Source: an optimization exercise on an open RTL-to-GDS flow (aim: small area). Production flows keep margins and buffers that such runs may drop.
The RTL was checked by simulation tests, not by an equivalence proof against the original design.
Power figures rest on the tool's default switching activity, not on a simulated workload.

==> flow/design.v <==
package video_frontend_pkg;
    typedef logic [7:0] pixel_t;
    typedef logic [11:0] hcount_t;
    typedef logic [10:0] vcount_t;
    typedef enum logic {
        CSC_BT601 = 1'b0,
        CSC_BT709 = 1'b1
    } csc_std_e;
endpackage
`timescale 1ns/1ps
module sync_timing_decode (
    input  logic        PCLK_i,
    input  logic        rst_n_i,
    input  logic        hs_i,
    input  logic        vs_i,
    input  logic        hsync_pol_i,
    input  logic        vsync_pol_i,
    input  logic [11:0] h_synclen_i,
    input  logic [11:0] h_backporch_i,
    input  logic [11:0] h_active_i,
    input  logic [10:0] v_synclen_i,
    input  logic [10:0] v_backporch_i,
    input  logic [10:0] v_active_i,
    output logic        hsync_o,
    output logic        vsync_o,
    output logic        de_o,
    output logic [10:0] xpos_o,
    output logic [10:0] ypos_o,
    output logic        frame_change_o,
    output logic [10:0] lines_total_o
);
    logic [11:0] h_cnt;
    logic [10:0] v_cnt;
    logic        hs_np_q;
    logic        vs_np_q;
    logic        vs_pending;
    logic [4:0]  hsync_sr;
    logic [4:0]  vsync_sr;
    logic [4:0]  de_sr;
    logic [10:0] xpos_sr [5];
    logic [10:0] ypos_sr [5];
    wire hs_np       = hs_i ^ ~hsync_pol_i;
    wire vs_np       = vs_i ^ ~vsync_pol_i;
    wire line_start  = hs_np_q & ~hs_np;
    wire vs_fall     = vs_np_q & ~vs_np;
    wire frame_start = line_start & vs_pending;
    wire [11:0] h_inc = h_cnt + 12'd1;
    wire [10:0] v_inc = v_cnt + 11'd1;
    function automatic logic carry12(input logic [11:0] a, input logic [11:0] b, input logic cin);
        logic c;
        c = cin;
        for (int i = 0; i < 12; i++)
            c = (a[i] & b[i]) | (c & (a[i] | b[i]));
        carry12 = c;
    endfunction
    function automatic logic [12:0] add12(input logic [11:0] a, input logic [11:0] b, input logic cin);
        logic [11:0] g, p;
        logic        c, c1;
        g = a & b;
        p = a ^ b;
        c = cin;
        for (int j = 0; j < 12; j += 2) begin
            c1 = g[j] | (p[j] & c);
            add12[j]   = p[j] ^ c;
            add12[j+1] = p[j+1] ^ c1;
            c = g[j+1] | (p[j+1] & g[j]) | (p[j+1] & p[j] & c);
        end
        add12[12] = c;
    endfunction
    wire [11:0] h_start = h_synclen_i + h_backporch_i;
    wire [12:0] h_diff_c = add12(h_cnt, ~h_start, 1'b1);
    wire [12:0] h_diff  = {~h_diff_c[12], h_diff_c[11:0]};
    wire [12:0] h_endc  = {1'b0, h_start} + {1'b0, h_active_i};
    wire        h_in    = ~h_diff[12] & ~carry12(h_start, h_active_i, 1'b0) & ~carry12(h_diff[11:0], ~h_active_i, 1'b1);
    wire [10:0] v_start = v_synclen_i + v_backporch_i;
    wire [12:0] v_diff_c = add12({1'b0, v_cnt}, {1'b1, ~v_start}, 1'b1);
    wire [11:0] v_diff  = {v_diff_c[11], v_diff_c[10:0]};
    wire [11:0] v_endc  = {1'b0, v_start} + {1'b0, v_active_i};
    wire        v_in    = ~v_diff[11] & ~carry12({1'b0, v_start}, {1'b0, v_active_i}, 1'b0) & ~carry12({1'b0, v_diff[10:0]}, {1'b1, ~v_active_i}, 1'b1);
    always_ff @(posedge PCLK_i or negedge rst_n_i) begin
        if (!rst_n_i) begin
            hs_np_q        <= 1'b0;
            vs_np_q        <= 1'b0;
            vs_pending     <= 1'b0;
            h_cnt          <= '0;
            v_cnt          <= '0;
            hsync_sr       <= '1;
            vsync_sr       <= '1;
            de_sr          <= '0;
            frame_change_o <= 1'b0;
            lines_total_o  <= '0;
        end else begin
            hs_np_q        <= hs_np;
            vs_np_q        <= vs_np;
            frame_change_o <= frame_start;
            vs_pending     <= vs_fall | (vs_pending & ~frame_start);
            hsync_sr[4:1]  <= hsync_sr[3:0];
            vsync_sr[4:1]  <= vsync_sr[3:0];
            de_sr          <= {de_sr[3:0], h_in & v_in};
            if (line_start) begin
                h_cnt       <= '0;
                hsync_sr[0] <= 1'b0;
                if (vs_pending) begin
                    v_cnt         <= 11'd1;
                    lines_total_o <= v_cnt;
                    vsync_sr[0]   <= 1'b0;
                end else begin
                    v_cnt <= v_inc;
                    if (v_inc == v_synclen_i)
                        vsync_sr[0] <= 1'b1;
                end
            end else begin
                h_cnt <= h_inc;
                if (h_inc == h_synclen_i)
                    hsync_sr[0] <= 1'b1;
            end
        end
    end
    always_ff @(posedge PCLK_i) begin
        xpos_sr[0] <= h_diff[10:0];
        ypos_sr[0] <= v_diff[10:0];
        for (int i = 1; i < 5; i++) begin
            xpos_sr[i] <= xpos_sr[i-1];
            ypos_sr[i] <= ypos_sr[i-1];
        end
    end
    assign hsync_o = hsync_sr[4];
    assign vsync_o = vsync_sr[4];
    assign de_o    = de_sr[4];
    assign xpos_o  = xpos_sr[4];
    assign ypos_o  = ypos_sr[4];
endmodule
`timescale 1ns/1ps
module csc_pre (
    input  logic [7:0]    r,
    input  logic [7:0]    b,
    input  logic          std,
    output logic [2:0] gc
);
    wire g0_lo_w0 = (std ? ~r[2] : ~r[1]) ^ (std & ~r[0]) ^ 1'b1;
    wire g0_lo_w1 = ((std ? ~r[2] : ~r[1]) & (std & ~r[0])) | (1'b1 & ((std ? ~r[2] : ~r[1]) ^ (std & ~r[0])));
    wire g0_lo_w2 = (std ? ~r[3] : ~r[2]) ^ (std ? ~r[1] : ~r[0]) ^ 1'b1;
    wire g0_lo_w3 = ((std ? ~r[3] : ~r[2]) & (std ? ~r[1] : ~r[0])) | (1'b1 & ((std ? ~r[3] : ~r[2]) ^ (std ? ~r[1] : ~r[0])));
    wire g0_lo_w4 = (std ? ~r[4] : ~r[3]) ^ (std ? ~r[2] : ~r[1]) ^ g0_lo_w3;
    wire g0_lo_w5 = ((std ? ~r[4] : ~r[3]) & (std ? ~r[2] : ~r[1])) | (g0_lo_w3 & ((std ? ~r[4] : ~r[3]) ^ (std ? ~r[2] : ~r[1])));
    wire g0_lo_w6 = (std ? ~r[5] : ~r[4]) ^ (std ? ~r[3] : ~r[2]) ^ g0_lo_w5;
    wire g0_lo_w7 = ((std ? ~r[5] : ~r[4]) & (std ? ~r[3] : ~r[2])) | (g0_lo_w5 & ((std ? ~r[5] : ~r[4]) ^ (std ? ~r[3] : ~r[2])));
    wire g0_lo_w8 = ~r[0] ^ (std ? ~r[6] : ~r[5]) ^ (std ? ~r[4] : ~r[3]);
    wire g0_lo_w9 = (~r[0] & (std ? ~r[6] : ~r[5])) | ((std ? ~r[4] : ~r[3]) & (~r[0] ^ (std ? ~r[6] : ~r[5])));
    wire g0_lo_w10 = 1'b1 ^ g0_lo_w8 ^ g0_lo_w7;
    wire g0_lo_w11 = (1'b1 & g0_lo_w8) | (g0_lo_w7 & (1'b1 ^ g0_lo_w8));
    wire g0_lo_w12 = ~r[1] ^ (std ? ~r[7] : ~r[6]) ^ (std ? ~r[5] : ~r[4]);
    wire g0_lo_w13 = (~r[1] & (std ? ~r[7] : ~r[6])) | ((std ? ~r[5] : ~r[4]) & (~r[1] ^ (std ? ~r[7] : ~r[6])));
    wire g0_lo_w14 = std ^ g0_lo_w9 ^ g0_lo_w12;
    wire g0_lo_w15 = (std & g0_lo_w9) | (g0_lo_w12 & (std ^ g0_lo_w9));
    wire g0_lo_w16 = ~r[2] ^ (~std & ~r[7]) ^ (std ? ~r[6] : ~r[5]);
    wire g0_lo_w17 = (~r[2] & (~std & ~r[7])) | ((std ? ~r[6] : ~r[5]) & (~r[2] ^ (~std & ~r[7])));
    wire g0_lo_w18 = 1'b1 ^ g0_lo_w13 ^ g0_lo_w16;
    wire g0_lo_w19 = (1'b1 & g0_lo_w13) | (g0_lo_w16 & (1'b1 ^ g0_lo_w13));
    wire g0_lo_w20 = ~r[3] ^ (std ? ~r[7] : ~r[6]) ^ (~std & r[0]);
    wire g0_lo_w21 = (~r[3] & (std ? ~r[7] : ~r[6])) | ((~std & r[0]) & (~r[3] ^ (std ? ~r[7] : ~r[6])));
    wire g0_lo_w22 = ~std ^ g0_lo_w17 ^ g0_lo_w20;
    wire g0_lo_w23 = (~std & g0_lo_w17) | (g0_lo_w20 & (~std ^ g0_lo_w17));
    wire g0_lo_w24 = ~r[4] ^ r[0] ^ (~std & ~r[7]);
    wire g0_lo_w25 = (~r[4] & r[0]) | ((~std & ~r[7]) & (~r[4] ^ r[0]));
    wire g0_lo_w26 = (~std & r[1]) ^ std ^ g0_lo_w21;
    wire g0_lo_w27 = ((~std & r[1]) & std) | (g0_lo_w21 & ((~std & r[1]) ^ std));
    wire g0_lo_w28 = g0_lo_w24 ^ g0_lo_w23 ^ g0_lo_w26;
    wire g0_lo_w29 = (g0_lo_w24 & g0_lo_w23) | (g0_lo_w26 & (g0_lo_w24 ^ g0_lo_w23));
    wire g0_lo_w30 = g0_lo_w25 ^ g0_lo_w27 ^ g0_lo_w29;
    wire g0_lo_w31 = (g0_lo_w25 & g0_lo_w27) | (g0_lo_w29 & (g0_lo_w25 ^ g0_lo_w27));
    wire [11:0] g0_lo = {1'b0, g0_lo_w31, g0_lo_w30, g0_lo_w28, g0_lo_w19, g0_lo_w15, g0_lo_w14, g0_lo_w10, g0_lo_w6, g0_lo_w4, g0_lo_w1, g0_lo_w0} + {1'b0, 1'b0, 1'b0, 1'b0, g0_lo_w22, g0_lo_w18, g0_lo_w11, 1'b0, 1'b0, 1'b0, g0_lo_w2, 1'b0};
    wire g1_lo_w0 = (std ? ~b[5] : b[7]) ^ (std & ~b[2]) ^ ~std;
    wire g1_lo_w1 = ((std ? ~b[5] : b[7]) & (std & ~b[2])) | (~std & ((std ? ~b[5] : b[7]) ^ (std & ~b[2])));
    wire g1_lo_w2 = (std & ~b[6]) ^ (std & ~b[3]) ^ 1'b1;
    wire g1_lo_w3 = ((std & ~b[6]) & (std & ~b[3])) | (1'b1 & ((std & ~b[6]) ^ (std & ~b[3])));
    wire g1_lo_w4 = (std & ~b[7]) ^ (std & ~b[4]) ^ 1'b1;
    wire g1_lo_w5 = ((std & ~b[7]) & (std & ~b[4])) | (1'b1 & ((std & ~b[7]) ^ (std & ~b[4])));
    wire g1_lo_w6 = (std & ~b[5]) ^ 1'b1 ^ g1_lo_w5;
    wire g1_lo_w7 = ((std & ~b[5]) & 1'b1) | (g1_lo_w5 & ((std & ~b[5]) ^ 1'b1));
    wire g1_lo_w8 = (std ? ~b[6] : b[0]) ^ 1'b1 ^ g1_lo_w7;
    wire g1_lo_w9 = ((std ? ~b[6] : b[0]) & 1'b1) | (g1_lo_w7 & ((std ? ~b[6] : b[0]) ^ 1'b1));
    wire g1_lo_w10 = (std ? ~b[7] : b[1]) ^ (std ? ~b[0] : b[0]) ^ 1'b1;
    wire g1_lo_w11 = ((std ? ~b[7] : b[1]) & (std ? ~b[0] : b[0])) | (1'b1 & ((std ? ~b[7] : b[1]) ^ (std ? ~b[0] : b[0])));
    wire g1_lo_w12 = (~std & b[2]) ^ (std ? ~b[1] : b[1]) ^ 1'b1;
    wire g1_lo_w13 = ((~std & b[2]) & (std ? ~b[1] : b[1])) | (1'b1 & ((~std & b[2]) ^ (std ? ~b[1] : b[1])));
    wire g1_lo_w14 = b[0] ^ (~std & b[3]) ^ (std ? ~b[2] : b[2]);
    wire g1_lo_w15 = (b[0] & (~std & b[3])) | ((std ? ~b[2] : b[2]) & (b[0] ^ (~std & b[3])));
    wire g1_lo_w16 = 1'b1 ^ g1_lo_w13 ^ g1_lo_w14;
    wire g1_lo_w17 = (1'b1 & g1_lo_w13) | (g1_lo_w14 & (1'b1 ^ g1_lo_w13));
    wire g1_lo_w18 = b[1] ^ (~std & b[4]) ^ (std ? ~b[3] : b[3]);
    wire g1_lo_w19 = (b[1] & (~std & b[4])) | ((std ? ~b[3] : b[3]) & (b[1] ^ (~std & b[4])));
    wire g1_lo_w20 = 1'b1 ^ g1_lo_w15 ^ g1_lo_w18;
    wire g1_lo_w21 = (1'b1 & g1_lo_w15) | (g1_lo_w18 & (1'b1 ^ g1_lo_w15));
    wire [11:0] g1_lo = {1'b0, 1'b0, g1_lo_w19, g1_lo_w17, g1_lo_w16, g1_lo_w11, g1_lo_w10, g1_lo_w8, g1_lo_w6, g1_lo_w3, g1_lo_w1, g1_lo_w0} + {1'b0, 1'b0, g1_lo_w21, g1_lo_w20, 1'b0, g1_lo_w12, g1_lo_w9, 1'b0, 1'b0, g1_lo_w4, g1_lo_w2, 1'b0};
    assign gc = 3'(g0_lo[11:9]) + 3'(g1_lo[11:9]) - 3'd0;
endmodule
module csc_comb (
    input  logic [7:0]    r,
    input  logic [7:0]    y,
    input  logic [7:0]    b,
    input  logic          std,
    input  logic [2:0] gc,
    output logic [7:0]    r_o,
    output logic [7:0]    g_o,
    output logic [7:0]    b_o
);
    wire R_sum_w0 = (std ? r[6] : r[3]) ^ (std ? ~r[4] : ~r[0]) ^ 1'b1;
    wire R_sum_w1 = ((std ? r[6] : r[3]) & (std ? ~r[4] : ~r[0])) | (1'b1 & ((std ? r[6] : r[3]) ^ (std ? ~r[4] : ~r[0])));
    wire R_sum_w2 = (std ? r[7] : r[4]) ^ (std ? ~r[5] : ~r[1]) ^ (std & r[0]);
    wire R_sum_w3 = ((std ? r[7] : r[4]) & (std ? ~r[5] : ~r[1])) | ((std & r[0]) & ((std ? r[7] : r[4]) ^ (std ? ~r[5] : ~r[1])));
    wire R_sum_w4 = std ^ R_sum_w1 ^ R_sum_w2;
    wire R_sum_w5 = (std & R_sum_w1) | (R_sum_w2 & (std ^ R_sum_w1));
    wire R_sum_w6 = (~std & r[5]) ^ (std ? ~r[6] : ~r[2]) ^ (std & r[1]);
    wire R_sum_w7 = ((~std & r[5]) & (std ? ~r[6] : ~r[2])) | ((std & r[1]) & ((~std & r[5]) ^ (std ? ~r[6] : ~r[2])));
    wire R_sum_w8 = std ^ R_sum_w3 ^ R_sum_w6;
    wire R_sum_w9 = (std & R_sum_w3) | (R_sum_w6 & (std ^ R_sum_w3));
    wire R_sum_w10 = (~std & r[6]) ^ (std ? ~r[7] : ~r[3]) ^ (std ? r[2] : ~r[0]);
    wire R_sum_w11 = ((~std & r[6]) & (std ? ~r[7] : ~r[3])) | ((std ? r[2] : ~r[0]) & ((~std & r[6]) ^ (std ? ~r[7] : ~r[3])));
    wire R_sum_w12 = ~std ^ R_sum_w7 ^ R_sum_w10;
    wire R_sum_w13 = (~std & R_sum_w7) | (R_sum_w10 & (~std ^ R_sum_w7));
    wire R_sum_w14 = (~std & r[7]) ^ (~std & ~r[4]) ^ (std ? r[3] : ~r[1]);
    wire R_sum_w15 = ((~std & r[7]) & (~std & ~r[4])) | ((std ? r[3] : ~r[1]) & ((~std & r[7]) ^ (~std & ~r[4])));
    wire R_sum_w16 = (std ? r[0] : ~r[0]) ^ std ^ R_sum_w11;
    wire R_sum_w17 = ((std ? r[0] : ~r[0]) & std) | (R_sum_w11 & ((std ? r[0] : ~r[0]) ^ std));
    wire R_sum_w18 = R_sum_w14 ^ R_sum_w13 ^ R_sum_w16;
    wire R_sum_w19 = (R_sum_w14 & R_sum_w13) | (R_sum_w16 & (R_sum_w14 ^ R_sum_w13));
    wire R_sum_w20 = (~std & ~r[5]) ^ (std ? r[4] : ~r[2]) ^ (std ? r[1] : ~r[1]);
    wire R_sum_w21 = ((~std & ~r[5]) & (std ? r[4] : ~r[2])) | ((std ? r[1] : ~r[1]) & ((~std & ~r[5]) ^ (std ? r[4] : ~r[2])));
    wire R_sum_w22 = std ^ R_sum_w15 ^ R_sum_w20;
    wire R_sum_w23 = (std & R_sum_w15) | (R_sum_w20 & (std ^ R_sum_w15));
    wire R_sum_w24 = R_sum_w17 ^ R_sum_w22 ^ R_sum_w19;
    wire R_sum_w25 = (R_sum_w17 & R_sum_w22) | (R_sum_w19 & (R_sum_w17 ^ R_sum_w22));
    wire R_sum_w26 = (~std & ~r[6]) ^ (std ? r[5] : ~r[3]) ^ (std ? r[2] : ~r[2]);
    wire R_sum_w27 = ((~std & ~r[6]) & (std ? r[5] : ~r[3])) | ((std ? r[2] : ~r[2]) & ((~std & ~r[6]) ^ (std ? r[5] : ~r[3])));
    wire R_sum_w28 = std ^ R_sum_w21 ^ R_sum_w26;
    wire R_sum_w29 = (std & R_sum_w21) | (R_sum_w26 & (std ^ R_sum_w21));
    wire R_sum_w30 = R_sum_w23 ^ R_sum_w28 ^ R_sum_w25;
    wire R_sum_w31 = (R_sum_w23 & R_sum_w28) | (R_sum_w25 & (R_sum_w23 ^ R_sum_w28));
    wire R_sum_w32 = r[0] ^ (~std & ~r[7]) ^ (std ? r[6] : ~r[4]);
    wire R_sum_w33 = (r[0] & (~std & ~r[7])) | ((std ? r[6] : ~r[4]) & (r[0] ^ (~std & ~r[7])));
    wire R_sum_w34 = (std ? r[3] : ~r[3]) ^ 1'b1 ^ R_sum_w27;
    wire R_sum_w35 = ((std ? r[3] : ~r[3]) & 1'b1) | (R_sum_w27 & ((std ? r[3] : ~r[3]) ^ 1'b1));
    wire R_sum_w36 = R_sum_w32 ^ R_sum_w29 ^ R_sum_w34;
    wire R_sum_w37 = (R_sum_w32 & R_sum_w29) | (R_sum_w34 & (R_sum_w32 ^ R_sum_w29));
    wire R_sum_w38 = y[0] ^ r[1] ^ r[0];
    wire R_sum_w39 = (y[0] & r[1]) | (r[0] & (y[0] ^ r[1]));
    wire R_sum_w40 = (std ? r[7] : ~r[5]) ^ (std ? r[4] : ~r[4]) ^ ~std;
    wire R_sum_w41 = ((std ? r[7] : ~r[5]) & (std ? r[4] : ~r[4])) | (~std & ((std ? r[7] : ~r[5]) ^ (std ? r[4] : ~r[4])));
    wire R_sum_w42 = R_sum_w33 ^ R_sum_w38 ^ R_sum_w40;
    wire R_sum_w43 = (R_sum_w33 & R_sum_w38) | (R_sum_w40 & (R_sum_w33 ^ R_sum_w38));
    wire R_sum_w44 = R_sum_w35 ^ R_sum_w42 ^ R_sum_w37;
    wire R_sum_w45 = (R_sum_w35 & R_sum_w42) | (R_sum_w37 & (R_sum_w35 ^ R_sum_w42));
    wire R_sum_w46 = y[1] ^ r[2] ^ r[1];
    wire R_sum_w47 = (y[1] & r[2]) | (r[1] & (y[1] ^ r[2]));
    wire R_sum_w48 = (~std & ~r[6]) ^ (std ? r[5] : ~r[5]) ^ 1'b1;
    wire R_sum_w49 = ((~std & ~r[6]) & (std ? r[5] : ~r[5])) | (1'b1 & ((~std & ~r[6]) ^ (std ? r[5] : ~r[5])));
    wire R_sum_w50 = R_sum_w39 ^ R_sum_w41 ^ R_sum_w46;
    wire R_sum_w51 = (R_sum_w39 & R_sum_w41) | (R_sum_w46 & (R_sum_w39 ^ R_sum_w41));
    wire R_sum_w52 = R_sum_w48 ^ R_sum_w43 ^ R_sum_w50;
    wire R_sum_w53 = (R_sum_w48 & R_sum_w43) | (R_sum_w50 & (R_sum_w48 ^ R_sum_w43));
    wire R_sum_w54 = y[2] ^ r[3] ^ r[2];
    wire R_sum_w55 = (y[2] & r[3]) | (r[2] & (y[2] ^ r[3]));
    wire R_sum_w56 = (~std & ~r[7]) ^ (std ? r[6] : ~r[6]) ^ std;
    wire R_sum_w57 = ((~std & ~r[7]) & (std ? r[6] : ~r[6])) | (std & ((~std & ~r[7]) ^ (std ? r[6] : ~r[6])));
    wire R_sum_w58 = R_sum_w47 ^ R_sum_w49 ^ R_sum_w54;
    wire R_sum_w59 = (R_sum_w47 & R_sum_w49) | (R_sum_w54 & (R_sum_w47 ^ R_sum_w49));
    wire R_sum_w60 = R_sum_w56 ^ R_sum_w51 ^ R_sum_w58;
    wire R_sum_w61 = (R_sum_w56 & R_sum_w51) | (R_sum_w58 & (R_sum_w56 ^ R_sum_w51));
    wire R_sum_w62 = y[3] ^ r[4] ^ r[3];
    wire R_sum_w63 = (y[3] & r[4]) | (r[3] & (y[3] ^ r[4]));
    wire R_sum_w64 = (std ? r[7] : ~r[7]) ^ R_sum_w55 ^ R_sum_w57;
    wire R_sum_w65 = ((std ? r[7] : ~r[7]) & R_sum_w55) | (R_sum_w57 & ((std ? r[7] : ~r[7]) ^ R_sum_w55));
    wire R_sum_w66 = R_sum_w62 ^ R_sum_w59 ^ R_sum_w64;
    wire R_sum_w67 = (R_sum_w62 & R_sum_w59) | (R_sum_w64 & (R_sum_w62 ^ R_sum_w59));
    wire R_sum_w68 = y[4] ^ r[5] ^ r[4];
    wire R_sum_w69 = (y[4] & r[5]) | (r[4] & (y[4] ^ r[5]));
    wire R_sum_w70 = 1'b1 ^ R_sum_w63 ^ R_sum_w68;
    wire R_sum_w71 = (1'b1 & R_sum_w63) | (R_sum_w68 & (1'b1 ^ R_sum_w63));
    wire R_sum_w72 = R_sum_w65 ^ R_sum_w70 ^ R_sum_w67;
    wire R_sum_w73 = (R_sum_w65 & R_sum_w70) | (R_sum_w67 & (R_sum_w65 ^ R_sum_w70));
    wire R_sum_w74 = y[5] ^ r[6] ^ r[5];
    wire R_sum_w75 = (y[5] & r[6]) | (r[5] & (y[5] ^ r[6]));
    wire R_sum_w76 = 1'b1 ^ R_sum_w69 ^ R_sum_w74;
    wire R_sum_w77 = (1'b1 & R_sum_w69) | (R_sum_w74 & (1'b1 ^ R_sum_w69));
    wire R_sum_w78 = R_sum_w71 ^ R_sum_w76 ^ R_sum_w73;
    wire R_sum_w79 = (R_sum_w71 & R_sum_w76) | (R_sum_w73 & (R_sum_w71 ^ R_sum_w76));
    wire R_sum_w80 = y[6] ^ r[7] ^ r[6];
    wire R_sum_w81 = (y[6] & r[7]) | (r[6] & (y[6] ^ r[7]));
    wire R_sum_w82 = R_sum_w75 ^ R_sum_w80 ^ R_sum_w77;
    wire R_sum_w83 = (R_sum_w75 & R_sum_w80) | (R_sum_w77 & (R_sum_w75 ^ R_sum_w80));
    wire R_sum_w84 = y[7] ^ r[7] ^ R_sum_w81;
    wire R_sum_w85 = (y[7] & r[7]) | (R_sum_w81 & (y[7] ^ r[7]));
    wire [23:0] R_sum = {1'b1, 1'b1, R_sum_w84, R_sum_w82, R_sum_w78, R_sum_w72, R_sum_w61, R_sum_w53, R_sum_w52, R_sum_w44, R_sum_w36, R_sum_w30, R_sum_w24, R_sum_w18, R_sum_w9, R_sum_w5, R_sum_w4, R_sum_w0, 1'b0, 1'b0, 1'b0, 1'b0, 1'b0, 1'b0} + {1'b0, R_sum_w85, R_sum_w83, R_sum_w79, 1'b0, 1'b0, R_sum_w66, R_sum_w60, R_sum_w45, 1'b0, R_sum_w31, 1'b0, 1'b0, 1'b0, R_sum_w12, R_sum_w8, 1'b0, 1'b0, 1'b0, 1'b0, 1'b0, 1'b0, 1'b0, 1'b0};
    wire [9:0] R_s = R_sum[23:14];
    wire G_sum_w0 = y[0] ^ r[5] ^ ~r[1];
    wire G_sum_w1 = (y[0] & r[5]) | (~r[1] & (y[0] ^ r[5]));
    wire G_sum_w2 = (~std & ~r[2]) ^ ~b[2] ^ (~std & ~b[5]);
    wire G_sum_w3 = ((~std & ~r[2]) & ~b[2]) | ((~std & ~b[5]) & ((~std & ~r[2]) ^ ~b[2]));
    wire G_sum_w4 = (std ? b[4] : ~b[4]) ^ ~gc[0] ^ 1'b1;
    wire G_sum_w5 = ((std ? b[4] : ~b[4]) & ~gc[0]) | (1'b1 & ((std ? b[4] : ~b[4]) ^ ~gc[0]));
    wire G_sum_w6 = G_sum_w0 ^ G_sum_w2 ^ G_sum_w4;
    wire G_sum_w7 = (G_sum_w0 & G_sum_w2) | (G_sum_w4 & (G_sum_w0 ^ G_sum_w2));
    wire G_sum_w8 = y[1] ^ r[6] ^ ~r[2];
    wire G_sum_w9 = (y[1] & r[6]) | (~r[2] & (y[1] ^ r[6]));
    wire G_sum_w10 = (~std & ~r[3]) ^ ~b[3] ^ (~std & ~b[6]);
    wire G_sum_w11 = ((~std & ~r[3]) & ~b[3]) | ((~std & ~b[6]) & ((~std & ~r[3]) ^ ~b[3]));
    wire G_sum_w12 = (std ? b[5] : ~b[5]) ^ ~gc[1] ^ std;
    wire G_sum_w13 = ((std ? b[5] : ~b[5]) & ~gc[1]) | (std & ((std ? b[5] : ~b[5]) ^ ~gc[1]));
    wire G_sum_w14 = G_sum_w1 ^ G_sum_w3 ^ G_sum_w5;
    wire G_sum_w15 = (G_sum_w1 & G_sum_w3) | (G_sum_w5 & (G_sum_w1 ^ G_sum_w3));
    wire G_sum_w16 = G_sum_w8 ^ G_sum_w10 ^ G_sum_w12;
    wire G_sum_w17 = (G_sum_w8 & G_sum_w10) | (G_sum_w12 & (G_sum_w8 ^ G_sum_w10));
    wire G_sum_w18 = G_sum_w7 ^ G_sum_w14 ^ G_sum_w16;
    wire G_sum_w19 = (G_sum_w7 & G_sum_w14) | (G_sum_w16 & (G_sum_w7 ^ G_sum_w14));
    wire G_sum_w20 = y[2] ^ r[7] ^ ~r[3];
    wire G_sum_w21 = (y[2] & r[7]) | (~r[3] & (y[2] ^ r[7]));
    wire G_sum_w22 = (~std & ~r[4]) ^ ~b[4] ^ (~std & ~b[7]);
    wire G_sum_w23 = ((~std & ~r[4]) & ~b[4]) | ((~std & ~b[7]) & ((~std & ~r[4]) ^ ~b[4]));
    wire G_sum_w24 = (std ? b[6] : ~b[6]) ^ ~gc[2] ^ G_sum_w9;
    wire G_sum_w25 = ((std ? b[6] : ~b[6]) & ~gc[2]) | (G_sum_w9 & ((std ? b[6] : ~b[6]) ^ ~gc[2]));
    wire G_sum_w26 = G_sum_w11 ^ G_sum_w13 ^ G_sum_w20;
    wire G_sum_w27 = (G_sum_w11 & G_sum_w13) | (G_sum_w20 & (G_sum_w11 ^ G_sum_w13));
    wire G_sum_w28 = G_sum_w22 ^ G_sum_w15 ^ G_sum_w17;
    wire G_sum_w29 = (G_sum_w22 & G_sum_w15) | (G_sum_w17 & (G_sum_w22 ^ G_sum_w15));
    wire G_sum_w30 = G_sum_w24 ^ G_sum_w26 ^ G_sum_w19;
    wire G_sum_w31 = (G_sum_w24 & G_sum_w26) | (G_sum_w19 & (G_sum_w24 ^ G_sum_w26));
    wire G_sum_w32 = y[3] ^ ~r[4] ^ (~std & ~r[5]);
    wire G_sum_w33 = (y[3] & ~r[4]) | ((~std & ~r[5]) & (y[3] ^ ~r[4]));
    wire G_sum_w34 = ~b[5] ^ (std ? b[7] : ~b[7]) ^ G_sum_w21;
    wire G_sum_w35 = (~b[5] & (std ? b[7] : ~b[7])) | (G_sum_w21 & (~b[5] ^ (std ? b[7] : ~b[7])));
    wire G_sum_w36 = G_sum_w23 ^ G_sum_w32 ^ G_sum_w25;
    wire G_sum_w37 = (G_sum_w23 & G_sum_w32) | (G_sum_w25 & (G_sum_w23 ^ G_sum_w32));
    wire G_sum_w38 = G_sum_w27 ^ G_sum_w34 ^ G_sum_w29;
    wire G_sum_w39 = (G_sum_w27 & G_sum_w34) | (G_sum_w29 & (G_sum_w27 ^ G_sum_w34));
    wire G_sum_w40 = G_sum_w36 ^ G_sum_w31 ^ G_sum_w38;
    wire G_sum_w41 = (G_sum_w36 & G_sum_w31) | (G_sum_w38 & (G_sum_w36 ^ G_sum_w31));
    wire G_sum_w42 = y[4] ^ ~r[5] ^ (~std & ~r[6]);
    wire G_sum_w43 = (y[4] & ~r[5]) | ((~std & ~r[6]) & (y[4] ^ ~r[5]));
    wire G_sum_w44 = ~b[6] ^ 1'b1 ^ G_sum_w33;
    wire G_sum_w45 = (~b[6] & 1'b1) | (G_sum_w33 & (~b[6] ^ 1'b1));
    wire G_sum_w46 = G_sum_w42 ^ G_sum_w35 ^ G_sum_w44;
    wire G_sum_w47 = (G_sum_w42 & G_sum_w35) | (G_sum_w44 & (G_sum_w42 ^ G_sum_w35));
    wire G_sum_w48 = G_sum_w37 ^ G_sum_w46 ^ G_sum_w39;
    wire G_sum_w49 = (G_sum_w37 & G_sum_w46) | (G_sum_w39 & (G_sum_w37 ^ G_sum_w46));
    wire G_sum_w50 = y[5] ^ ~r[6] ^ (~std & ~r[7]);
    wire G_sum_w51 = (y[5] & ~r[6]) | ((~std & ~r[7]) & (y[5] ^ ~r[6]));
    wire G_sum_w52 = ~b[7] ^ ~std ^ G_sum_w43;
    wire G_sum_w53 = (~b[7] & ~std) | (G_sum_w43 & (~b[7] ^ ~std));
    wire G_sum_w54 = G_sum_w50 ^ G_sum_w45 ^ G_sum_w52;
    wire G_sum_w55 = (G_sum_w50 & G_sum_w45) | (G_sum_w52 & (G_sum_w50 ^ G_sum_w45));
    wire G_sum_w56 = G_sum_w47 ^ G_sum_w54 ^ G_sum_w49;
    wire G_sum_w57 = (G_sum_w47 & G_sum_w54) | (G_sum_w49 & (G_sum_w47 ^ G_sum_w54));
    wire G_sum_w58 = y[6] ^ ~r[7] ^ ~std;
    wire G_sum_w59 = (y[6] & ~r[7]) | (~std & (y[6] ^ ~r[7]));
    wire G_sum_w60 = G_sum_w51 ^ G_sum_w58 ^ G_sum_w53;
    wire G_sum_w61 = (G_sum_w51 & G_sum_w58) | (G_sum_w53 & (G_sum_w51 ^ G_sum_w58));
    wire G_sum_w62 = G_sum_w55 ^ G_sum_w60 ^ G_sum_w57;
    wire G_sum_w63 = (G_sum_w55 & G_sum_w60) | (G_sum_w57 & (G_sum_w55 ^ G_sum_w60));
    wire G_sum_w64 = y[7] ^ std ^ G_sum_w59;
    wire G_sum_w65 = (y[7] & std) | (G_sum_w59 & (y[7] ^ std));
    wire G_sum_w66 = G_sum_w64 ^ G_sum_w61 ^ G_sum_w63;
    wire G_sum_w67 = (G_sum_w64 & G_sum_w61) | (G_sum_w63 & (G_sum_w64 ^ G_sum_w61));
    wire G_sum_w68 = 1'b1 ^ G_sum_w65 ^ G_sum_w67;
    wire G_sum_w69 = (1'b1 & G_sum_w65) | (G_sum_w67 & (1'b1 ^ G_sum_w65));
    wire [9:0] G_sum = {1'b1, G_sum_w68, G_sum_w66, G_sum_w62, G_sum_w56, G_sum_w41, G_sum_w40, G_sum_w28, G_sum_w18, G_sum_w6} + {G_sum_w69, 1'b0, 1'b0, 1'b0, 1'b0, G_sum_w48, 1'b0, G_sum_w30, 1'b0, 1'b0};
    wire [9:0] G_s = G_sum;
    wire B_sum_w0 = (std ? b[5] : ~b[3]) ^ (std & ~b[0]) ^ 1'b1;
    wire B_sum_w1 = ((std ? b[5] : ~b[3]) & (std & ~b[0])) | (1'b1 & ((std ? b[5] : ~b[3]) ^ (std & ~b[0])));
    wire B_sum_w2 = (std ? b[6] : ~b[4]) ^ (std ? ~b[1] : b[0]) ^ B_sum_w1;
    wire B_sum_w3 = ((std ? b[6] : ~b[4]) & (std ? ~b[1] : b[0])) | (B_sum_w1 & ((std ? b[6] : ~b[4]) ^ (std ? ~b[1] : b[0])));
    wire B_sum_w4 = (std ? b[7] : ~b[5]) ^ (std ? ~b[2] : b[1]) ^ (std ? ~b[0] : b[0]);
    wire B_sum_w5 = ((std ? b[7] : ~b[5]) & (std ? ~b[2] : b[1])) | ((std ? ~b[0] : b[0]) & ((std ? b[7] : ~b[5]) ^ (std ? ~b[2] : b[1])));
    wire B_sum_w6 = (~std & ~b[6]) ^ (std ? ~b[3] : b[2]) ^ (std ? ~b[1] : b[1]);
    wire B_sum_w7 = ((~std & ~b[6]) & (std ? ~b[3] : b[2])) | ((std ? ~b[1] : b[1]) & ((~std & ~b[6]) ^ (std ? ~b[3] : b[2])));
    wire B_sum_w8 = (~std & ~b[7]) ^ (std ? ~b[4] : b[3]) ^ (std ? ~b[2] : b[2]);
    wire B_sum_w9 = ((~std & ~b[7]) & (std ? ~b[4] : b[3])) | ((std ? ~b[2] : b[2]) & ((~std & ~b[7]) ^ (std ? ~b[4] : b[3])));
    wire B_sum_w10 = ~std ^ B_sum_w7 ^ B_sum_w8;
    wire B_sum_w11 = (~std & B_sum_w7) | (B_sum_w8 & (~std ^ B_sum_w7));
    wire B_sum_w12 = (std ? ~b[5] : b[4]) ^ (std ? ~b[3] : b[3]) ^ (std & ~b[0]);
    wire B_sum_w13 = ((std ? ~b[5] : b[4]) & (std ? ~b[3] : b[3])) | ((std & ~b[0]) & ((std ? ~b[5] : b[4]) ^ (std ? ~b[3] : b[3])));
    wire B_sum_w14 = 1'b1 ^ B_sum_w9 ^ B_sum_w12;
    wire B_sum_w15 = (1'b1 & B_sum_w9) | (B_sum_w12 & (1'b1 ^ B_sum_w9));
    wire B_sum_w16 = (std ? ~b[6] : b[5]) ^ (std ? ~b[4] : b[4]) ^ (std ? ~b[1] : ~b[0]);
    wire B_sum_w17 = ((std ? ~b[6] : b[5]) & (std ? ~b[4] : b[4])) | ((std ? ~b[1] : ~b[0]) & ((std ? ~b[6] : b[5]) ^ (std ? ~b[4] : b[4])));
    wire B_sum_w18 = B_sum_w13 ^ B_sum_w16 ^ B_sum_w15;
    wire B_sum_w19 = (B_sum_w13 & B_sum_w16) | (B_sum_w15 & (B_sum_w13 ^ B_sum_w16));
    wire B_sum_w20 = (std ? ~b[7] : b[6]) ^ (std ? ~b[5] : b[5]) ^ (std ? ~b[2] : ~b[1]);
    wire B_sum_w21 = ((std ? ~b[7] : b[6]) & (std ? ~b[5] : b[5])) | ((std ? ~b[2] : ~b[1]) & ((std ? ~b[7] : b[6]) ^ (std ? ~b[5] : b[5])));
    wire B_sum_w22 = std ^ B_sum_w17 ^ B_sum_w20;
    wire B_sum_w23 = (std & B_sum_w17) | (B_sum_w20 & (std ^ B_sum_w17));
    wire B_sum_w24 = y[0] ^ (~std & b[7]) ^ (std ? ~b[6] : b[6]);
    wire B_sum_w25 = (y[0] & (~std & b[7])) | ((std ? ~b[6] : b[6]) & (y[0] ^ (~std & b[7])));
    wire B_sum_w26 = (std ? ~b[3] : ~b[2]) ^ 1'b1 ^ B_sum_w21;
    wire B_sum_w27 = ((std ? ~b[3] : ~b[2]) & 1'b1) | (B_sum_w21 & ((std ? ~b[3] : ~b[2]) ^ 1'b1));
    wire B_sum_w28 = B_sum_w24 ^ B_sum_w23 ^ B_sum_w26;
    wire B_sum_w29 = (B_sum_w24 & B_sum_w23) | (B_sum_w26 & (B_sum_w24 ^ B_sum_w23));
    wire B_sum_w30 = y[1] ^ b[0] ^ (std ? ~b[7] : b[7]);
    wire B_sum_w31 = (y[1] & b[0]) | ((std ? ~b[7] : b[7]) & (y[1] ^ b[0]));
    wire B_sum_w32 = (std ? ~b[4] : ~b[3]) ^ B_sum_w25 ^ B_sum_w30;
    wire B_sum_w33 = ((std ? ~b[4] : ~b[3]) & B_sum_w25) | (B_sum_w30 & ((std ? ~b[4] : ~b[3]) ^ B_sum_w25));
    wire B_sum_w34 = B_sum_w27 ^ B_sum_w32 ^ B_sum_w29;
    wire B_sum_w35 = (B_sum_w27 & B_sum_w32) | (B_sum_w29 & (B_sum_w27 ^ B_sum_w32));
    wire B_sum_w36 = y[2] ^ b[1] ^ (std ? ~b[5] : ~b[4]);
    wire B_sum_w37 = (y[2] & b[1]) | ((std ? ~b[5] : ~b[4]) & (y[2] ^ b[1]));
    wire B_sum_w38 = 1'b1 ^ B_sum_w31 ^ B_sum_w36;
    wire B_sum_w39 = (1'b1 & B_sum_w31) | (B_sum_w36 & (1'b1 ^ B_sum_w31));
    wire B_sum_w40 = B_sum_w33 ^ B_sum_w38 ^ B_sum_w35;
    wire B_sum_w41 = (B_sum_w33 & B_sum_w38) | (B_sum_w35 & (B_sum_w33 ^ B_sum_w38));
    wire B_sum_w42 = y[3] ^ b[2] ^ (std ? ~b[6] : ~b[5]);
    wire B_sum_w43 = (y[3] & b[2]) | ((std ? ~b[6] : ~b[5]) & (y[3] ^ b[2]));
    wire B_sum_w44 = 1'b1 ^ B_sum_w37 ^ B_sum_w42;
    wire B_sum_w45 = (1'b1 & B_sum_w37) | (B_sum_w42 & (1'b1 ^ B_sum_w37));
    wire B_sum_w46 = B_sum_w39 ^ B_sum_w44 ^ B_sum_w41;
    wire B_sum_w47 = (B_sum_w39 & B_sum_w44) | (B_sum_w41 & (B_sum_w39 ^ B_sum_w44));
    wire B_sum_w48 = y[4] ^ b[3] ^ (std ? ~b[7] : ~b[6]);
    wire B_sum_w49 = (y[4] & b[3]) | ((std ? ~b[7] : ~b[6]) & (y[4] ^ b[3]));
    wire B_sum_w50 = ~std ^ B_sum_w43 ^ B_sum_w48;
    wire B_sum_w51 = (~std & B_sum_w43) | (B_sum_w48 & (~std ^ B_sum_w43));
    wire B_sum_w52 = B_sum_w45 ^ B_sum_w50 ^ B_sum_w47;
    wire B_sum_w53 = (B_sum_w45 & B_sum_w50) | (B_sum_w47 & (B_sum_w45 ^ B_sum_w50));
    wire B_sum_w54 = y[5] ^ b[4] ^ (~std & ~b[7]);
    wire B_sum_w55 = (y[5] & b[4]) | ((~std & ~b[7]) & (y[5] ^ b[4]));
    wire B_sum_w56 = std ^ B_sum_w49 ^ B_sum_w54;
    wire B_sum_w57 = (std & B_sum_w49) | (B_sum_w54 & (std ^ B_sum_w49));
    wire B_sum_w58 = B_sum_w51 ^ B_sum_w56 ^ B_sum_w53;
    wire B_sum_w59 = (B_sum_w51 & B_sum_w56) | (B_sum_w53 & (B_sum_w51 ^ B_sum_w56));
    wire B_sum_w60 = y[6] ^ b[5] ^ 1'b1;
    wire B_sum_w61 = (y[6] & b[5]) | (1'b1 & (y[6] ^ b[5]));
    wire B_sum_w62 = B_sum_w55 ^ B_sum_w60 ^ B_sum_w57;
    wire B_sum_w63 = (B_sum_w55 & B_sum_w60) | (B_sum_w57 & (B_sum_w55 ^ B_sum_w60));
    wire B_sum_w64 = y[7] ^ b[6] ^ 1'b1;
    wire B_sum_w65 = (y[7] & b[6]) | (1'b1 & (y[7] ^ b[6]));
    wire B_sum_w66 = B_sum_w61 ^ B_sum_w64 ^ B_sum_w63;
    wire B_sum_w67 = (B_sum_w61 & B_sum_w64) | (B_sum_w63 & (B_sum_w61 ^ B_sum_w64));
    wire B_sum_w68 = b[7] ^ B_sum_w65 ^ B_sum_w67;
    wire B_sum_w69 = (b[7] & B_sum_w65) | (B_sum_w67 & (b[7] ^ B_sum_w65));
    wire [22:0] B_sum = {1'b1, B_sum_w68, B_sum_w66, B_sum_w62, B_sum_w58, B_sum_w52, B_sum_w46, B_sum_w40, B_sum_w34, B_sum_w28, B_sum_w22, B_sum_w18, B_sum_w11, B_sum_w10, B_sum_w5, B_sum_w4, B_sum_w2, B_sum_w0, 1'b0, 1'b0, 1'b0, 1'b0, 1'b0} + {B_sum_w69, 1'b0, 1'b0, B_sum_w59, 1'b0, 1'b0, 1'b0, 1'b0, 1'b0, 1'b0, B_sum_w19, 1'b0, B_sum_w14, 1'b0, B_sum_w6, B_sum_w3, 1'b0, 1'b0, 1'b0, 1'b0, 1'b0, 1'b0, 1'b0};
    wire [9:0] B_s = B_sum[22:13];
    function automatic logic [7:0] clamp_sum(input logic [9:0] s);
        if (s[9])
            clamp_sum = 8'h00;
        else if (s[8])
            clamp_sum = 8'hFF;
        else
            clamp_sum = s[7:0];
    endfunction
    assign r_o = clamp_sum(R_s);
    assign g_o = clamp_sum(G_s);
    assign b_o = clamp_sum(B_s);
endmodule
module csc_execute (
    input  logic       PCLK_i,
    input  logic [7:0] r_i,
    input  logic [7:0] g_i,
    input  logic [7:0] b_i,
    input  logic       csc_enable_i,
    input  logic       csc_std_i,
    output logic [7:0] r_o,
    output logic [7:0] g_o,
    output logic [7:0] b_o
);
    logic [7:0]    r_s1, g_s1, b_s1;
    logic          en_s1, std_s1;
    logic [2:0] gc, gc_s1;
    logic [7:0]    r_c, g_c, b_c;
    logic [23:0]   px_sr [4];
    csc_pre csc_pre_inst (
        .r(r_i), .b(b_i), .std(csc_std_i), .gc(gc)
    );
    csc_comb csc_comb_inst (
        .r(r_s1), .y(g_s1), .b(b_s1), .std(std_s1), .gc(gc_s1),
        .r_o(r_c), .g_o(g_c), .b_o(b_c)
    );
    always_ff @(posedge PCLK_i) begin
        {r_s1, g_s1, b_s1, en_s1, std_s1, gc_s1} <= {r_i, g_i, b_i, csc_enable_i, csc_std_i, gc};
        px_sr[0] <= en_s1 ? {r_c, g_c, b_c} : {r_s1, g_s1, b_s1};
        for (int i = 1; i < 4; i++)
            px_sr[i] <= px_sr[i-1];
    end
    assign {r_o, g_o, b_o} = px_sr[3];
endmodule
`timescale 1ns/1ps
module video_frontend (
    input  logic         PCLK_i,
    input  logic         rst_n_i,
    input  logic [7:0]   r_i,
    input  logic [7:0]   g_i,
    input  logic [7:0]   b_i,
    input  logic         hs_i,
    input  logic         vs_i,
    input  logic         hsync_pol_i,
    input  logic         vsync_pol_i,
    input  logic         csc_enable_i,
    input  logic         csc_std_i,
    input  logic [11:0]  h_total_i,
    input  logic [11:0]  h_active_i,
    input  logic [11:0]  h_synclen_i,
    input  logic [11:0]  h_backporch_i,
    input  logic [10:0]  v_active_i,
    input  logic [10:0]  v_synclen_i,
    input  logic [10:0]  v_backporch_i,
    output logic [7:0]   r_o,
    output logic [7:0]   g_o,
    output logic [7:0]   b_o,
    output logic         hsync_o,
    output logic         vsync_o,
    output logic         de_o,
    output logic [10:0]  xpos_o,
    output logic [10:0]  ypos_o,
    output logic [10:0]  lines_total_o,
    output logic         frame_change_o
);
    sync_timing_decode sync_timing_decode_inst (
        .PCLK_i         (PCLK_i),
        .rst_n_i        (rst_n_i),
        .hs_i           (hs_i),
        .vs_i           (vs_i),
        .hsync_pol_i    (hsync_pol_i),
        .vsync_pol_i    (vsync_pol_i),
        .h_synclen_i    (h_synclen_i),
        .h_backporch_i  (h_backporch_i),
        .h_active_i     (h_active_i),
        .v_synclen_i    (v_synclen_i),
        .v_backporch_i  (v_backporch_i),
        .v_active_i     (v_active_i),
        .hsync_o        (hsync_o),
        .vsync_o        (vsync_o),
        .de_o           (de_o),
        .xpos_o         (xpos_o),
        .ypos_o         (ypos_o),
        .frame_change_o (frame_change_o),
        .lines_total_o  (lines_total_o)
    );
    csc_execute csc_execute_inst (
        .PCLK_i       (PCLK_i),
        .r_i          (r_i),
        .g_i          (g_i),
        .b_i          (b_i),
        .csc_enable_i (csc_enable_i),
        .csc_std_i    (csc_std_i),
        .r_o          (r_o),
        .g_o          (g_o),
        .b_o          (b_o)
    );
endmodule
==> flow/flow/run.sh <==
#!/bin/bash
# The standard layout (the standard.sh) with three changes:
# - after the standard synthesis, flow/polfix.py rebuilds full adders whose outputs only
#   feed inverters on the complements of their inputs, which drops those inverters
#   (FA(~a,~b,~c) = ~FA(a,b,c)); registers and everything else stay as synthesized;
# - the port buffers are the smallest buffer cell;
# - clock tree synthesis uses clkbuf_8 in clusters of 16 sinks, without dummy loads.
# Logs: make_synth.log, polfix.log, make.log here, each tool's own in orfs/logs.
set -euo pipefail
KNOBS=("BUFFER_PORTS_ARGS=-buffer_cell sky130_fd_sc_hd__buf_1"
       "CTS_ARGS=-sink_clustering_enable -repair_clock_nets -dont_use_dummy_load -buf_list sky130_fd_sc_hd__clkbuf_8 -sink_clustering_size 16 -sink_clustering_max_diameter 60")
bash standard.sh "${KNOBS[@]}" synth > make_synth.log 2>&1
R=orfs/results/sky130hd/video_frontend/base
cp "$R/1_2_yosys.v" "$R/1_2_yosys.std.v"
python3 flow/polfix.py "$R/1_2_yosys.std.v" "$R/1_2_yosys.pol.v" > polfix.log 2>&1
mv "$R/1_2_yosys.pol.v" "$R/1_2_yosys.v"
rm -f "$R/1_synth.odb" "$R/1_synth.sdc"
bash standard.sh "${KNOBS[@]}" finish > make.log 2>&1
==> flow/flow/polfix.py <==
#!/usr/bin/env python3
"""Full-adder output polarity clean-up on a Yosys netlist of sky130 cells.

FA(~a, ~b, ~c) = (~SUM, ~COUT). Where a full adder's outputs feed inverters, the adder is
rebuilt on the complements of its inputs, which removes the output inverters; an input
that is itself an inverter's output is replaced by that inverter's input. A flip is made
only when it removes more inverters than it adds. Inverters left without loads are
deleted. Usage: polfix.py IN.v OUT.v
"""
import re
import sys
from collections import defaultdict

OUTPINS = {'X', 'Y', 'Q', 'Q_N', 'SUM', 'COUT', 'HI', 'LO'}
INV = re.compile(r'sky130_fd_sc_hd__(clk)?inv_\d+$')


def main(src, dst):
    text = open(src).read()
    head_end = text.index('\n  sky130_fd_sc_hd__') if '\n  sky130_fd_sc_hd__' in text else None
    cell_re = re.compile(r'^  (sky130_fd_sc_hd__\w+) (\\\S+ |\S+) \((.*?)\n  \);\n', re.S | re.M)
    cells = {}
    order = []
    for m in cell_re.finditer(text):
        typ, name, body = m.group(1), m.group(2), m.group(3)
        pins = {}
        for pm in re.finditer(r'\.(\w+)\((.*?)\)(?=,?\n)', body + '\n'):
            pins[pm.group(1)] = pm.group(2)
        cells[name] = [typ, pins]
        order.append(name)
    first = cell_re.search(text).start()
    last = list(cell_re.finditer(text))[-1].end()
    head, tail = text[:first], text[last:]
    rest = cell_re.sub('', text[first:last])
    assert rest.strip() == '', 'unparsed text between cells: ' + rest.strip()[:200]
    # ports and anything named outside cells counts as external
    ports = set(re.findall(r'^\s*(?:input|output)\s+(?:\[\d+:\d+\]\s+)?(\S+);', head, re.M))

    def external(net):
        base = net.strip().split('[')[0].lstrip('\\')
        return base in ports or net.strip() in ports

    new_id = [0]

    def fresh():
        new_id[0] += 1
        return f'_pol{new_id[0]}_'

    def build():
        drv, loads = {}, defaultdict(list)
        for n, (t, p) in cells.items():
            for pin, net in p.items():
                if pin in OUTPINS:
                    drv[net] = (n, pin)
                else:
                    loads[net].append((n, pin))
        return drv, loads

    def is_inv(n):
        return n in cells and INV.match(cells[n][0])

    new_wires = []
    changed = True
    flips = 0
    done = set()
    while changed:
        changed = False
        drv, loads = build()
        inv_of = {}   # net -> an existing inverter output carrying ~net
        for n, (t, p) in cells.items():
            if INV.match(t):
                inv_of.setdefault(p['A'], p['Y'])
        for n in list(cells):
            if n in done or n not in cells or cells[n][0] not in ('sky130_fd_sc_hd__fa_1', 'sky130_fd_sc_hd__fa_2', 'sky130_fd_sc_hd__fa_4'):
                continue
            t, p = cells[n]
            gain = 0
            outs = {}
            ok = True
            for o in ('SUM', 'COUT'):
                net = p[o]
                if external(net):
                    ok = False
                    break
                ls = loads.get(net, [])
                invs = [l for l in ls if is_inv(l[0]) and l[1] == 'A']
                direct = [l for l in ls if not (is_inv(l[0]) and l[1] == 'A')]
                outs[o] = (invs, direct)
                gain += len(invs)
                if direct:
                    gain -= 1
            if not ok:
                continue
            ins = {}
            for i in ('A', 'B', 'CIN'):
                net = p[i]
                if net.strip() in ("1'h0", "1'h1", "1'b0", "1'b1"):
                    ins[i] = ('const', None)
                    continue
                d = drv.get(net)
                if d and is_inv(d[0]) and d[1] == 'Y':
                    src = cells[d[0]][1]['A']
                    # inverter freed if the FA is its only load
                    only = len(loads.get(net, [])) == 1
                    ins[i] = ('unwrap', src)
                    if only:
                        gain += 1
                elif net in inv_of:
                    ins[i] = ('reuse', inv_of[net])
                else:
                    ins[i] = ('new', None)
                    gain -= 1
            if gain <= 0:
                continue
            # apply the flip
            for i, (kind, val) in ins.items():
                net = p[i]
                if kind == 'const':
                    p[i] = "1'h1" if net.strip().endswith('0') else "1'h0"
                elif kind in ('unwrap', 'reuse'):
                    p[i] = val
                else:
                    w = fresh()
                    new_wires.append(w)
                    cells[fresh().replace('_pol', '_polinv')] = ['sky130_fd_sc_hd__inv_1', {'A': net, 'Y': w}]
                    p[i] = w
            for o, (invs, direct) in outs.items():
                net = p[o]
                w = fresh()
                new_wires.append(w)
                p[o] = w          # now carries ~old
                for (iname, _) in invs:
                    y = cells[iname][1]['Y']
                    # loads of ~old now read w directly
                    for (ln, lp) in loads.get(y, []):
                        if ln in cells:
                            cells[ln][1][lp] = w
                    if external(y):
                        cells[fresh().replace('_pol', '_polbuf')] = ['sky130_fd_sc_hd__buf_1', {'A': w, 'X': y}]
                    del cells[iname]
                if direct:
                    cells[fresh().replace('_pol', '_polinv')] = ['sky130_fd_sc_hd__inv_1', {'A': w, 'Y': net}]
            flips += 1
            done.add(n)
            changed = True
            break   # rebuild maps
    # remove inverters without loads
    while True:
        drv, loads = build()
        dead = [n for n, (t, p) in cells.items() if INV.match(t) and not loads.get(p['Y']) and not external(p['Y'])]
        if not dead:
            break
        for n in dead:
            del cells[n]
    out = [head.rstrip('\n') + '\n']
    for w in new_wires:
        out.append(f'  wire {w};\n')
    for n, (t, p) in cells.items():
        pins = ',\n'.join(f'    .{k}({v})' for k, v in p.items())
        out.append(f'  {t} {n} (\n{pins}\n  );\n')
    out.append(tail.lstrip('\n') if tail.startswith('\n') else tail)
    open(dst, 'w').write(''.join(out))
    ninv = sum(1 for t, p in cells.values() if INV.match(t))
    print(f'polfix: {flips} full adders flipped, {ninv} inverters left', file=sys.stderr)


if __name__ == '__main__':
    main(sys.argv[1], sys.argv[2])
==> flow/standard.sh <==
#!/bin/bash
# synth_recipe.tcl (not shown) runs the flow's synth.tcl, then flattens the netlist and writes it again
# the make line also repeats each setting of config.mk as NAME=value (left out here)
make -C /OpenROAD-flow-scripts/flow DESIGN_CONFIG=/design/flow/config.mk WORK_HOME=/design/flow/orfs CLKGATE_MAP_FILE= SYNTH_SCRIPT=/design/flow/synth_recipe.tcl "${@:-finish}"
==> flow/config.mk <==
export PLATFORM = sky130hd
export DESIGN_NAME = video_frontend
export DESIGN_NICKNAME = video_frontend
export VERILOG_FILES = /design/flow/design.v
export SDC_FILE = /design/flow/constraint.sdc
export NUM_CORES = 4
export LEC_CHECK = 0
export CAP_MARGIN = 20
export CORE_MARGIN = 2
export CORE_UTILIZATION = 40
export GPL_TIMING_DRIVEN = 0
export SLEW_MARGIN = 20
==> flow/constraint.sdc <==
create_clock -name core_clock -period 6.0 [get_ports {PCLK_i}]
set_input_delay 1.2000 -clock core_clock [delete_from_list [all_inputs] [get_ports {PCLK_i}]]
set_output_delay 1.2000 -clock core_clock [all_outputs]
set_load 0.01 [all_outputs]
==> impl_results.md <==
- HP Start: csc_execute_inst.px_sr[0][9]
- Sequential share of power: 45.0%
- Power share of the clock group: around 15%
- Most frequent CP cell: fa_1
- Gr ovfl total: 0
- P_leak: 7.20 nW
- Worst path cell trace: inv_1 > buf_8 > ha_1 > inv_1 > fa_1 > fa_1 > inv_1 > fa_1 > fa_1 > fa_1 > fa_1 > fa_1 > fa_1 > and4_1 > o2111a_1 > o21ai_1 > xnor2_2 > buf_4 > a21oi_1 > o22ai_1
- DRT Wirelength: 28700 um
- Status: timing/DRC/antenna clean
- CTS tree: built
- DRC violations left: 0
- Critical Path Source Type: flip-flop
- Critical path's slowest cell: fa_1
- Crit path max fanout: 29
- Synth Cell Area: 14400 um2
- Placed cell count: around 1900
- Slew margin rel.: 59.7%
- HP Class: flip-flop to flip-flop
- Final worst-path cycle share: 95.6%
- Reg-to-reg startpoint: csc_execute_inst.std_s1
- Setup slack after layout: approximately 0.26 ns
- Fin. Hold Viols: 0
- Logic pwr share: 39.7%
- Post-DP HPWL: about 23000 um
- Detail Route Antenna Nets: 0
- Crit path arrival time: 6.16 ns
- Clock Sinks: 288
- Final Setup Violations: 0
- Clock latency (worst-skew pair): roughly 0.58 ns
- Crit Reg-Reg Endpoint: csc_execute_inst.px_sr[0][3]
- Delay of the slowest cell on the worst path: 0.55 ns
- 1st-iter DRT viols: 272
- Root Buffer: clkbuf_8
- IO Port Bufs: 161
- Die area: 37400 um2
- Min Clock Period, post-route: 5.74 ns
- Layout Cells excl Fill: 1955
- Wire length of the first global-routing pass: 47400 um
- Placer congestion estimate: between 0.8 and 0.9
- Largest net degree at the start of global routing: 31
- R2r setup slk: 0.26 ns
- Max Fclk: ~170 MHz
- CTS buffer count: 26
- Switch share: 34.6%
- Wirelength per Cell: between 10 and 15 um
- Post-Syn Nets: 1650
- Total power: 6.25 mW
- Crit path max-delay family: adder cells
- Critical path type: flip-flop to flip-flop
- FILL cells: 3349
- Commonest non-fill, non-tap cell in the layout: dfxtp_1
- Max-cap violations: 0
- Total net switching power: 2.16 mW
- # IOs: around 170
- Peak VDD IR: approximately 0.26 mV
- Hold depth: 0
- Hold Worst Slack: 0.290 ns
- Synthesized area per cell: 11.0 um2
- WHS Endpoint: csc_execute_inst.px_sr[1][9]
- Setup WS pre-CTS: -0.954 ns
- Clk pin slew, worst setup/hold paths: 0.09 ns
- Layout cell share with drive strength beyond 1: under 10%
- Die H: just under 200 um
- Initial Utilization: 40.5%
- # hold bufs at CTS: 0
- Vias in the first global route: 9471
- Setup TNS: 0 ns
- Initial antenna violation count: 3
- Area Growth Syn to Fin: 11.4%
- All-Layer GR Usage: 15.4%
- Cell row count: 69
- Nets: 1844
- Total number of vias: 9384
- YS warnings: 6
- RSZ-0062 raised after global routing: false
- H-tree Lvls: 1
- Core Area: 35500 um2
- Cell internal pwr: 4.08 mW
- Longest Clk Path Bufs: 3
- Worst R2R Path Depth: 20
- PwrDens: ~390 nW/um2
- CP Buf/Inv Count: 5
- Actual slew at the worst max-slew pin: 0.601 ns
- Worst setup EP type: flip-flop
- Die X: 193 um
- Worst clock skew: 0.0431 ns
- Post-Syn Instances: around 1300
- Worst Path Required: 6.43 ns
- DR vias/cell: 4.80
- Max-slew violation count: 0
- Commonest non-fill, non-tap cells in the layout: 234 x dfxtp_1, 179 x inv_1, 162 x buf_1
- TritonRoute pass-1 iters: 4
[power groups by stage]
stage          clock network (mW)  logic (mW)  registers, mW
2_1_floorplan                   0        1.77           2.88
3_3_place_gp                    0        2.40           2.85
3_5_place_dp                    0        2.46           2.86
4_1_cts                      1.02        2.49           2.82
5_1_grt                      1.09        2.84           2.88
6_report                    0.960        2.48           2.81
[per-stage QoR]
step / instance area, um2 / util [%]
after floorplan: 14400 / -
after global placement: 15500 / 43.8
after detailed placement: 15600 / 43.9
after CTS: 16000 / 45.0
after global routing: 16000 / 45.1
final: 16000 / 45.1
[how the worst max path moves through the flow]
stage,cells after the start,slack (ns),endpoint,startpoint
2_1_floorplan,20,0.01,csc_execute_inst.px_sr[0][0],csc_execute_inst.std_s1
3_3_place_gp,20,-0.89,csc_execute_inst.px_sr[0][0],csc_execute_inst.std_s1
3_5_place_dp,20,-0.95,csc_execute_inst.px_sr[0][0],csc_execute_inst.std_s1
4_1_cts,20,0.05,csc_execute_inst.px_sr[0][3],csc_execute_inst.std_s1
5_1_grt,20,0.03,csc_execute_inst.px_sr[0][6],csc_execute_inst.std_s1
6_report,20,0.26,csc_execute_inst.px_sr[0][3],csc_execute_inst.std_s1
[routing by layer]
metal | up-vias | GRT usage, % | routed length, um
li1 | 4661 | - | -
met1 | 4458 | 19.8 | 12700
met2 | 223 | 25.9 | 13600
met3 | 38 | 3.42 | 1790
met4 | 4 | 4.33 | 555
met5 | - | 0 | 27
[flip-flops by register name (all words and copies together) (netlist names)]
signal and count:
sync_timing_decode_inst.de_sr 5, sync_timing_decode_inst.frame_change_o 1, sync_timing_decode_inst.v_cnt 11, sync_timing_decode_inst.lines_total_o 11, csc_execute_inst.r_s1 8, sync_timing_decode_inst.h_cnt 12, sync_timing_decode_inst.hsync_sr 5, csc_execute_inst.px_sr 96
sync_timing_decode_inst.vs_pending 1, csc_execute_inst.b_s1 8, csc_execute_inst.gc_s1 3, sync_timing_decode_inst.vsync_sr 5, sync_timing_decode_inst.hs_np_q 1, csc_execute_inst.en_s1 1, csc_execute_inst.std_s1 1, sync_timing_decode_inst.vs_np_q 1
sync_timing_decode_inst.ypos_sr 55, csc_execute_inst.g_s1 8, sync_timing_decode_inst.xpos_sr 55
[what timing repair did]
action / CTS / global route
hold endpoints to repair: 0 / 0
gates resized for setup: 6 / 6
pin swaps: 1 / 0
setup endpoints to repair: 24 / 14
buffers inserted: 2 / 3
[layout make-up]
| class | count | area (um2) | area share (%) |
|---|---|---|---|
| Timing Repair Buffer | 167 | 663 | 4.15 |
| Multi-Input combinational cell | 807 | 7560 | 47.3 |
| Inverter | 180 | 676 | 4.22 |
| Tap cell | 461 | 577 | 3.61 |
| Antenna cell | 1 | 2.50 | 0.0156 |
| Buffer | 25 | 115 | 0.720 |
| Clock buffer | 26 | 358 | 2.24 |
| Sequential cell | 288 | 6050 | 37.8 |

==> port drivers added, routing unchanged <==
No port has a modelled driver above. Below, the same layout with a new extraction and two added sets of constraints.
Step 1, drivers: a clkbuf_16 drives PCLK_i and a buf_2 each remaining input, both assumed.
Step 2 adds t to the input delays and takes it off the output delays; t is the mean of the earliest and latest rising clock arrival at the registers after step 1. Input paths then give back, and output paths get back, about the clock's delay inside the block.
Slacks: no drivers / after step 1 / after step 2; pairs: no drivers / after step 1.
t, ns: 0.609
slack for setup (ns): 0.263 / 0.263 / -0.202
worst hold slack (ns): 0.290 / 0.290 / 0.290
Met with ideal ports but missed after step 2: setup timing in this run. For this run, drivers alone change the setup slack by 0.000 ns; drivers and shift together by -0.465 ns.
